What follows belongs to an exercise in optimizing a design on an open flow for small area, a short achievable clock period and few clock cycles per item; a production flow would make more cautious choices.
Function was checked by simulation only, so behaviour that the tests miss may differ from the original.

==> design/flow/config.mk <==
export PLATFORM = sky130hd
export DESIGN_NAME = bm_solver
export DESIGN_NICKNAME = bm_solver
export VERILOG_FILES = /design/flow/design.v
export SDC_FILE = /design/flow/constraint.sdc
export NUM_CORES = 4
export LEC_CHECK = 0
export CAP_MARGIN = 20
export CORE_MARGIN = 2
export CORE_UTILIZATION = 40
export SLEW_MARGIN = 20
==> design/flow/constraint.sdc <==
create_clock -name core_clock -period 17.0 [get_ports {i_clock}]
set_input_delay 3.4000 -clock core_clock [delete_from_list [all_inputs] [get_ports {i_clock}]]
set_output_delay 3.4000 -clock core_clock [all_outputs]
set_load 0.01 [all_outputs]
==> design/flow/design.v <==
package bm_pkg;
    localparam int GF_WIDTH = 8;
    localparam logic [GF_WIDTH:0] GF_POLY = 9'h11D;
    typedef logic [GF_WIDTH-1:0] gf_elem_t;
    typedef enum logic [1:0]
    {
        ST_IDLE = 2'd0,   
        ST_LOAD = 2'd1,   
        ST_ITER = 2'd2,   
        ST_DONE = 2'd3    
    } bm_state_t;
endpackage
`timescale 1ns/1ps
module gf_mult
(
    input  bm_pkg::gf_elem_t i_a,
    input  bm_pkg::gf_elem_t i_b,
    output bm_pkg::gf_elem_t o_p
);
    localparam int PROD_W = 2 * bm_pkg::GF_WIDTH - 1;
    logic [PROD_W-1:0] prod;
    always_comb
    begin
        prod = '0;
        for (int i = 0; i < bm_pkg::GF_WIDTH; i++)
        begin
            if (i_b[i])
                prod = prod ^ (PROD_W'(i_a) << i);   
        end
        for (int i = PROD_W - 1; i >= bm_pkg::GF_WIDTH; i--)
        begin
            if (prod[i])
                prod = prod ^ (PROD_W'(bm_pkg::GF_POLY) << (i - bm_pkg::GF_WIDTH));
        end
    end
    assign o_p = prod[bm_pkg::GF_WIDTH-1:0];
endmodule
`timescale 1ns/1ps
module gf_inverse
(
    input  bm_pkg::gf_elem_t i_x,
    output bm_pkg::gf_elem_t o_inv
);
    localparam int N_SQ = bm_pkg::GF_WIDTH - 1;
    bm_pkg::gf_elem_t sq  [N_SQ+1];   
    bm_pkg::gf_elem_t acc [1:N_SQ];   
    assign sq[0] = i_x;
    for (genvar i = 1; i <= N_SQ; i++)
    begin : g_square
        gf_mult u_sq
        (
            .i_a (sq[i-1]),
            .i_b (sq[i-1]),
            .o_p (sq[i])
        );
    end
    assign acc[1] = sq[1];
    for (genvar i = 2; i <= N_SQ; i++)
    begin : g_product
        gf_mult u_mul
        (
            .i_a (acc[i-1]),
            .i_b (sq[i]),
            .o_p (acc[i])
        );
    end
    assign o_inv = acc[N_SQ];   
endmodule
`timescale 1ns/1ps
module bm_discrepancy
#(
    parameter  int T_CORR = 3,
    localparam int K_W    = $clog2(2 * T_CORR)
)
(
    input  logic [2*T_CORR*8-1:0]   i_synd,
    input  logic [(T_CORR+1)*8-1:0] i_sigma,
    input  logic [K_W-1:0] i_k,
    output bm_pkg::gf_elem_t       o_delta
);
    bm_pkg::gf_elem_t synd_sel [T_CORR+1];   
    bm_pkg::gf_elem_t term     [T_CORR+1];   
    always_comb
    begin
        for (int i = 0; i <= T_CORR; i++)
        begin
            synd_sel[i] = '0;
            for (int s = 0; s < 2 * T_CORR; s++)
            begin
                if (s + i == int'(i_k))
                    synd_sel[i] = i_synd[s*8 +: 8];
            end
        end
    end
    assign term[0] = {bm_pkg::GF_WIDTH{i_sigma[0]}} & synd_sel[0];
    for (genvar i = 1; i <= T_CORR; i++)
    begin : g_term
        gf_mult u_mul
        (
            .i_a (i_sigma[i*8 +: 8]),
            .i_b (synd_sel[i]),
            .o_p (term[i])
        );
    end
    always_comb
    begin
        o_delta = term[0];
        for (int i = 1; i <= T_CORR; i++)
        begin
            o_delta = o_delta ^ term[i];   
        end
    end
endmodule
`timescale 1ns/1ps
module bm_poly_update
#(
    parameter  int T_CORR = 3,
    localparam int K_W    = $clog2(2 * T_CORR),
    localparam int D_W    = $clog2(2 * T_CORR + 1)
)
(
    input  logic           i_clock,
    input  logic           i_rst,
    input  logic           i_load,
    input  logic           i_step,
    input  logic [K_W-1:0] i_k,
    input  bm_pkg::gf_elem_t       i_delta,
    output logic [(T_CORR+1)*8-1:0] o_sigma,
    output logic [D_W-1:0] o_degree
);
    localparam int M_W = $clog2(2 * T_CORR + 2);
    bm_pkg::gf_elem_t       sigma_q  [T_CORR+1];
    bm_pkg::gf_elem_t       b_poly_q [T_CORR+1];   
    bm_pkg::gf_elem_t       b_prev_q;              
    logic [D_W-1:0] l_q;
    logic [M_W-1:0] m_q;                   
    bm_pkg::gf_elem_t b_inv;
    bm_pkg::gf_elem_t coef;                        
    bm_pkg::gf_elem_t shifted [T_CORR+1];          
    bm_pkg::gf_elem_t corr    [T_CORR+1];
    logic     delta_nz;
    logic     grow;
    assign delta_nz = (i_delta != '0);
    assign grow     = (2 * int'(l_q) <= int'(i_k));   
    always_comb
    begin
        for (int j = 0; j <= T_CORR; j++)
        begin
            shifted[j] = '0;
            for (int i = 0; i <= T_CORR; i++)
            begin
                if (i + int'(m_q) == j)
                    shifted[j] = b_poly_q[i];
            end
        end
    end
    gf_inverse u_b_inv
    (
        .i_x   (b_prev_q),
        .o_inv (b_inv)
    );
    gf_mult u_coef
    (
        .i_a (i_delta),
        .i_b (b_inv),
        .o_p (coef)
    );
    for (genvar j = 0; j <= T_CORR; j++)
    begin : g_corr
        gf_mult u_mul
        (
            .i_a (coef),
            .i_b (shifted[j]),
            .o_p (corr[j])
        );
    end
    always_ff @(posedge i_clock)
    begin
        if (i_rst || i_load)
        begin
            for (int j = 0; j <= T_CORR; j++)
            begin
                sigma_q[j] <= (j == 0) ? 8'h01 : '0;
            end
            l_q <= '0;
        end
        else if (i_step && delta_nz)
        begin
            for (int j = 0; j <= T_CORR; j++)
            begin
                sigma_q[j] <= sigma_q[j] ^ corr[j];
            end
            if (grow)
                l_q <= D_W'(int'(i_k) + 1 - int'(l_q));   
        end
    end
    always_ff @(posedge i_clock)
    begin
        if (i_load)
        begin
            for (int j = 0; j <= T_CORR; j++)
            begin
                b_poly_q[j] <= (j == 0) ? 8'h01 : '0;
            end
            m_q      <= M_W'(1);
            b_prev_q <= 8'h01;
        end
        else if (i_step)
        begin
            if (delta_nz && grow)
            begin
                for (int j = 0; j <= T_CORR; j++)
                begin
                    b_poly_q[j] <= sigma_q[j];   
                end
                m_q      <= M_W'(1);
                b_prev_q <= i_delta;
            end
            else
                m_q <= m_q + 1'b1;
        end
    end
    for (genvar j = 0; j <= T_CORR; j++)
    begin : g_out
        assign o_sigma[j*8 +: 8] = sigma_q[j];
    end
    assign o_degree = l_q;
endmodule
`timescale 1ns/1ps
module bm_control
#(
    parameter  int T_CORR = 3,
    localparam int K_W    = $clog2(2 * T_CORR)
)
(
    input  logic           i_clock,
    input  logic           i_rst,
    input  logic           i_req,
    output logic           o_ack,
    output logic           o_load,
    output logic           o_step,
    output logic [K_W-1:0] o_k
);
    localparam logic [K_W-1:0] K_LAST = K_W'(2 * T_CORR - 1);
    bm_pkg::bm_state_t      state;
    logic [K_W-1:0] k_q;
    always_ff @(posedge i_clock)
    begin
        if (i_rst)
        begin
            state <= bm_pkg::ST_IDLE;
            k_q   <= '0;
            o_ack <= 1'b0;
        end
        else
        begin
            case (state)
                bm_pkg::ST_IDLE:
                begin
                    o_ack <= 1'b0;
                    if (i_req)
                        state <= bm_pkg::ST_LOAD;
                end
                bm_pkg::ST_LOAD:
                begin
                    k_q   <= '0;
                    state <= bm_pkg::ST_ITER;
                end
                bm_pkg::ST_ITER:
                begin
                    k_q <= k_q + 1'b1;
                    if (k_q == K_LAST)
                        state <= bm_pkg::ST_DONE;   
                end
                bm_pkg::ST_DONE:
                begin
                    o_ack <= i_req;
                    if (!i_req)
                        state <= bm_pkg::ST_IDLE;
                end
                default:
                begin
                    state <= bm_pkg::ST_IDLE;
                end
            endcase
        end
    end
    assign o_load = (state == bm_pkg::ST_LOAD);
    assign o_step = (state == bm_pkg::ST_ITER);
    assign o_k    = k_q;
endmodule
`timescale 1ns/1ps
module bm_solver
#(
    parameter  int T_CORR = 8,
    localparam int K_W    = $clog2(2 * T_CORR),
    localparam int D_W    = $clog2(2 * T_CORR + 1)
)
(
    input  logic           i_clock,
    input  logic           i_rst,
    input  logic           i_req,
    input  logic [2*T_CORR*8-1:0]     i_synd,    
    output logic           o_ack,
    output logic [(T_CORR+1)*8-1:0]   o_sigma,   
    output logic [D_W-1:0] o_degree
);
    logic [2*T_CORR*8-1:0] synd_q;   
    logic           load;
    logic           step;
    logic [K_W-1:0] k;
    bm_pkg::gf_elem_t       delta;
    always_ff @(posedge i_clock)
    begin
        if (load)
            synd_q <= i_synd;
    end
    bm_control #(.T_CORR(T_CORR)) u_control
    (
        .i_clock (i_clock),
        .i_rst   (i_rst),
        .i_req   (i_req),
        .o_ack   (o_ack),
        .o_load  (load),
        .o_step  (step),
        .o_k     (k)
    );
    bm_discrepancy #(.T_CORR(T_CORR)) u_discrepancy
    (
        .i_synd  (synd_q),
        .i_sigma (o_sigma),
        .i_k     (k),
        .o_delta (delta)
    );
    bm_poly_update #(.T_CORR(T_CORR)) u_poly_update
    (
        .i_clock  (i_clock),
        .i_rst    (i_rst),
        .i_load   (load),
        .i_step   (step),
        .i_k      (k),
        .i_delta  (delta),
        .o_sigma  (o_sigma),
        .o_degree (o_degree)
    );
endmodule
==> design/flow/run.sh <==
#!/bin/bash
# synth_recipe.tcl (not shown) runs the flow's synth.tcl, then flattens the netlist and writes it again
# the make line also repeats each setting of config.mk as NAME=value (left out here)
make -C /OpenROAD-flow-scripts/flow DESIGN_CONFIG=/design/flow/config.mk WORK_HOME=/design/flow/orfs CLKGATE_MAP_FILE= SYNTH_SCRIPT=/design/flow/synth_recipe.tcl finish
==> flow_metrics.env <==
export IMPL_die_h_um=363
export IMPL_final_layout_size_suffix_gt1_share_pct=7.21
export IMPL_fmax_mhz=61.7
export IMPL_final_cell_count_no_fill=8660
export IMPL_cts_path_max_buffers=3
export IMPL_fp_dieW_um=363
export IMPL_dieArea_um2=132000
export IMPL_drt_iter0_markers=7311
export IMPL_vias_per_cell=6.06
export IMPL_clkSlewWorstSetupHoldPaths_ns=0.06
export IMPL_setup_violations_final=0
export IMPL_core_um2=128000
export IMPL_crit_required_ns=17.52
export IMPL_synthCells=7140
export IMPL_hpwl_um=151000
export IMPL_cts_sinks=297
export IMPL_critPathMaxStageDelay_ns=0.57
export IMPL_syn2layout_area_growth_pct=10.1
export IMPL_postRouteAntennaNets=0
export IMPL_place_area_um2=55200
export IMPL_critPathKind="flip-flop to flip-flop"
export IMPL_relSlewSlack_pct=23.6
export IMPL_ys_seq_area_share_pct=14.0
export IMPL_end_kind="flip-flop"
export IMPL_portBuffers=208
export IMPL_synth_edff_count=128
export IMPL_row_count=131
export IMPL_dp_cells=8572
export IMPL_clock_latency_ns=0.60
export IMPL_reg2reg_slack_ns=0.78
export IMPL_synth_fp_nets=7304
export IMPL_crit_slowest_cell="xnor3_1"
export IMPL_multiInputGateArea_um2=42000
export IMPL_arrival_ns=16.74
export IMPL_worstPathMaxFanout=13
export IMPL_regArea_um2=7240
export IMPL_synth_seq_cells=297
export IMPL_worst_pin_slew_ns=1.15
export IMPL_cts_buffers=37
export IMPL_grt_max_degree=84
export IMPL_first_global_vias=47462
export IMPL_fin_skew_ns=0.0408
export IMPL_cts_root_buf="clkbuf_16"
export IMPL_tns_ns=0
export IMPL_antenna_found_initial=9
export IMPL_yosysWarningCount=19
export IMPL_postSynth_asyncResetShare_pct=0
export IMPL_drt_wl_total_um=208000
export IMPL_syn_cell_area_um2=51600
export IMPL_design_area_um2=56900
export IMPL_cts_tree="built"
export IMPL_wl_per_cell_um=24.0
export IMPL_gp_congestion=0.959
export IMPL_grt_pass1_wl_um=309000
export IMPL_hold_violations=0
export IMPL_slew_viol_final=0
export IMPL_grt_usage_pct=30.2
export IMPL_initial_core_util_pct=40.4
export IMPL_vias=52498
export IMPL_ios=209
export IMPL_fillCellCount=12939
export IMPL_crit_path_start_kind="flip-flop"
export IMPL_cp_common_cell="xnor3_1"
export IMPL_cts_hold_buf=0
export IMPL_drcViolationCount=0
export IMPL_finalHoldWorstSlack_ns=0.457
export IMPL_status="complete, no violations"
export IMPL_cts_htree_levels=2
export IMPL_finalCritPeriodShare_pct=95.4
export IMPL_ys_flop_type="dfxtp_1"
export IMPL_firstDrtPassIters=8
export IMPL_num_nets_final=7130
export IMPL_min_period_ns=16.22
export IMPL_avgSynthCellArea_um2=7.23
export IMPL_gr_total_overflow=0
export IMPL_min_delay_path_class="flip-flop to flip-flop"
export IMPL_ys_types=103
export IMPL_cap_violations=0
[layer usage]
layer	vias to the layer above	share of wire (%)	track usage, %
li1	24199	-	-
met1	24925	43	43.4
met2	2981	42	44.8
met3	385	11	5.63
met4	8	3.9	10.5
met5	-	0.030	0
[per-stage QoR]
stage / worst slack [ns] / utilization (%)
6_report: 0.780 / 44.5
5_1_grt: -0.00913 / 44.5
4_1_cts: 0.248 / 44.2
3_5_place_dp: 0.298 / 43.2
3_3_place_gp: 0.103 / 43.2
2_1_floorplan: 1.77 / -
[synth_stat cells (106+ instances only)]
| cell type | instances | area share [%] |
|---|---|---|
| edfxtp_1 | 128 | 7.4 |
| nand2_1 | 1385 | 10 |
| nor2_1 | 780 | 5.7 |
| xor2_1 | 252 | 4.3 |
| o21ai_0 | 265 | 2.6 |
| xnor2_1 | 954 | 16 |
| clkbuf_1 | 511 | 3.7 |
| mux2i_1 | 137 | 2.7 |
| a211oi_1 | 106 | 1.5 |
| a21oi_1 | 570 | 5.5 |
| o211ai_1 | 149 | 2.2 |
| dfxtp_1 | 169 | 6.6 |
| a22oi_1 | 163 | 2.4 |
| xnor3_1 | 195 | 8.5 |
[sequential cells by signal, summed over array words and instances, names as in the netlist]
| name | flops |
|---|---|
| u_poly_update.l_q | 5 |
| synd_q | 128 |
| u_control.o_ack | 1 |
| u_poly_update.m_q | 5 |
| u_control.state | 2 |
| u_poly_update.sigma_q | 72 |
| u_control.k_q | 4 |
| u_poly_update.b_poly_q | 72 |
| u_poly_update.b_prev_q | 8 |
[cell type report]
class | count | share of cell area (%)
clock inverters | 20 | 0.482
clock buffers | 48 | 1.79
inverters | 87 | 0.574
well taps | 1662 | 3.66
repair buffers | 453 | 7.00
flip-flops and latches | 297 | 12.7
multi-input cells | 6090 | 73.8
diodes | 3 | 0.0132
[placed cells by master (no fill, tap or decap), types with 24 or more instances in the layout]
| master | instances |
|---|---|
| a21oi_1 | 569 |
| nand2_1 | 1382 |
| clkdlybuf4s50_1 | 208 |
| a221oi_1 | 103 |
| nor2b_1 | 54 |
| xnor2_2 | 39 |
| nand2b_1 | 55 |
| xor2_1 | 246 |
| o22ai_1 | 34 |
| a21o_1 | 25 |
| xnor2_1 | 937 |
| nand3_1 | 76 |
| a31oi_1 | 37 |
| buf_4 | 240 |
| edfxtp_1 | 128 |
| mux2i_1 | 135 |
| a22oi_1 | 163 |
| o21ai_0 | 265 |
| o211ai_1 | 149 |
| nor2_1 | 778 |
| o21ai_1 | 43 |
| a211oi_1 | 106 |
| nor3_1 | 103 |
| inv_1 | 80 |
| clkbuf_16 | 39 |
| o311ai_0 | 24 |
| and3_1 | 33 |
| and2_1 | 48 |
| or3_1 | 69 |
| dfxtp_1 | 163 |
| xnor3_1 | 189 |
| mux2_2 | 29 |
| ha_1 | 31 |
[path summary, 6_finish.rpt]
kind,to,depth (start not counted),from
min reg2reg,u_poly_update.b_poly_q[6][4],2,u_poly_update.sigma_q[6][4]
max,u_poly_update.sigma_q[8][4],50,u_poly_update.b_prev_q[7]
max reg2reg,u_poly_update.sigma_q[8][4],50,u_poly_update.b_prev_q[7]
min,u_poly_update.b_poly_q[6][4],2,u_poly_update.sigma_q[6][4]
[critical path, delay by kind of cell (launching register included)]
family          cells  cell delay (ns)
simple gates        6             1.07
compound gates      6             1.31
buf+inv             4             0.84
flops               1             0.37
xor+xnor           33            12.14
fa+ha+maj           1             0.39
[timing repair]
action | CTS | global route
gates resized for setup | 0 | 33
setup buffers | 0 | 15
endpoints found under the setup margin | 0 | 71
[kinds of logic (layout without fill, tap and decap cells)]
logic type	after synthesis	in the layout	synth area share [%]
AO/OA/AOI/OAI	1696	1696	21.2
other	0	3	0
multiplexers	168	168	3.33
buffers and inverters	755	608	5.81
adder cells (fa/ha/maj)	34	34	0.833
XOR/XNOR	1498	1500	32.9
flip-flops	297	297	14.0
AND/OR/NAND/NOR	2692	2692	21.9
Testbench counts, summed over its fixed seeds: cycles 40,952, items 2,048.

static timing again, ports no longer ideal:
Ports are ideal in the flow. The routed layout listed here was re-timed in OpenROAD.
Step 1 sets driving cells, clkbuf_16 on the clock port and buf_2 on the other inputs (assumed; they add their load-dependent delay and slew).
Step 2 times the ports against the registers' clock, not the clock port: input delays grow and output delays shrink by t, the midpoint of the rising clock arrivals with the driver on.
Slacks: ideal ports / drivers / drivers and shift; pairs: ideal ports / drivers.
t, ns: 0.651
setup slack, ns: 0.780 / 0.780 / 0.780
worst hold slack (ns): 0.457 / 0.457 / 0.457
latest minus earliest clock arrival (ns): 0.041 / 0.041
worst data-port slew with drivers (ns): 0.19
After both steps this run still meets setup and hold. The setup slack of this run moves by 0.000 ns with the drivers and by 0.000 ns with both steps.
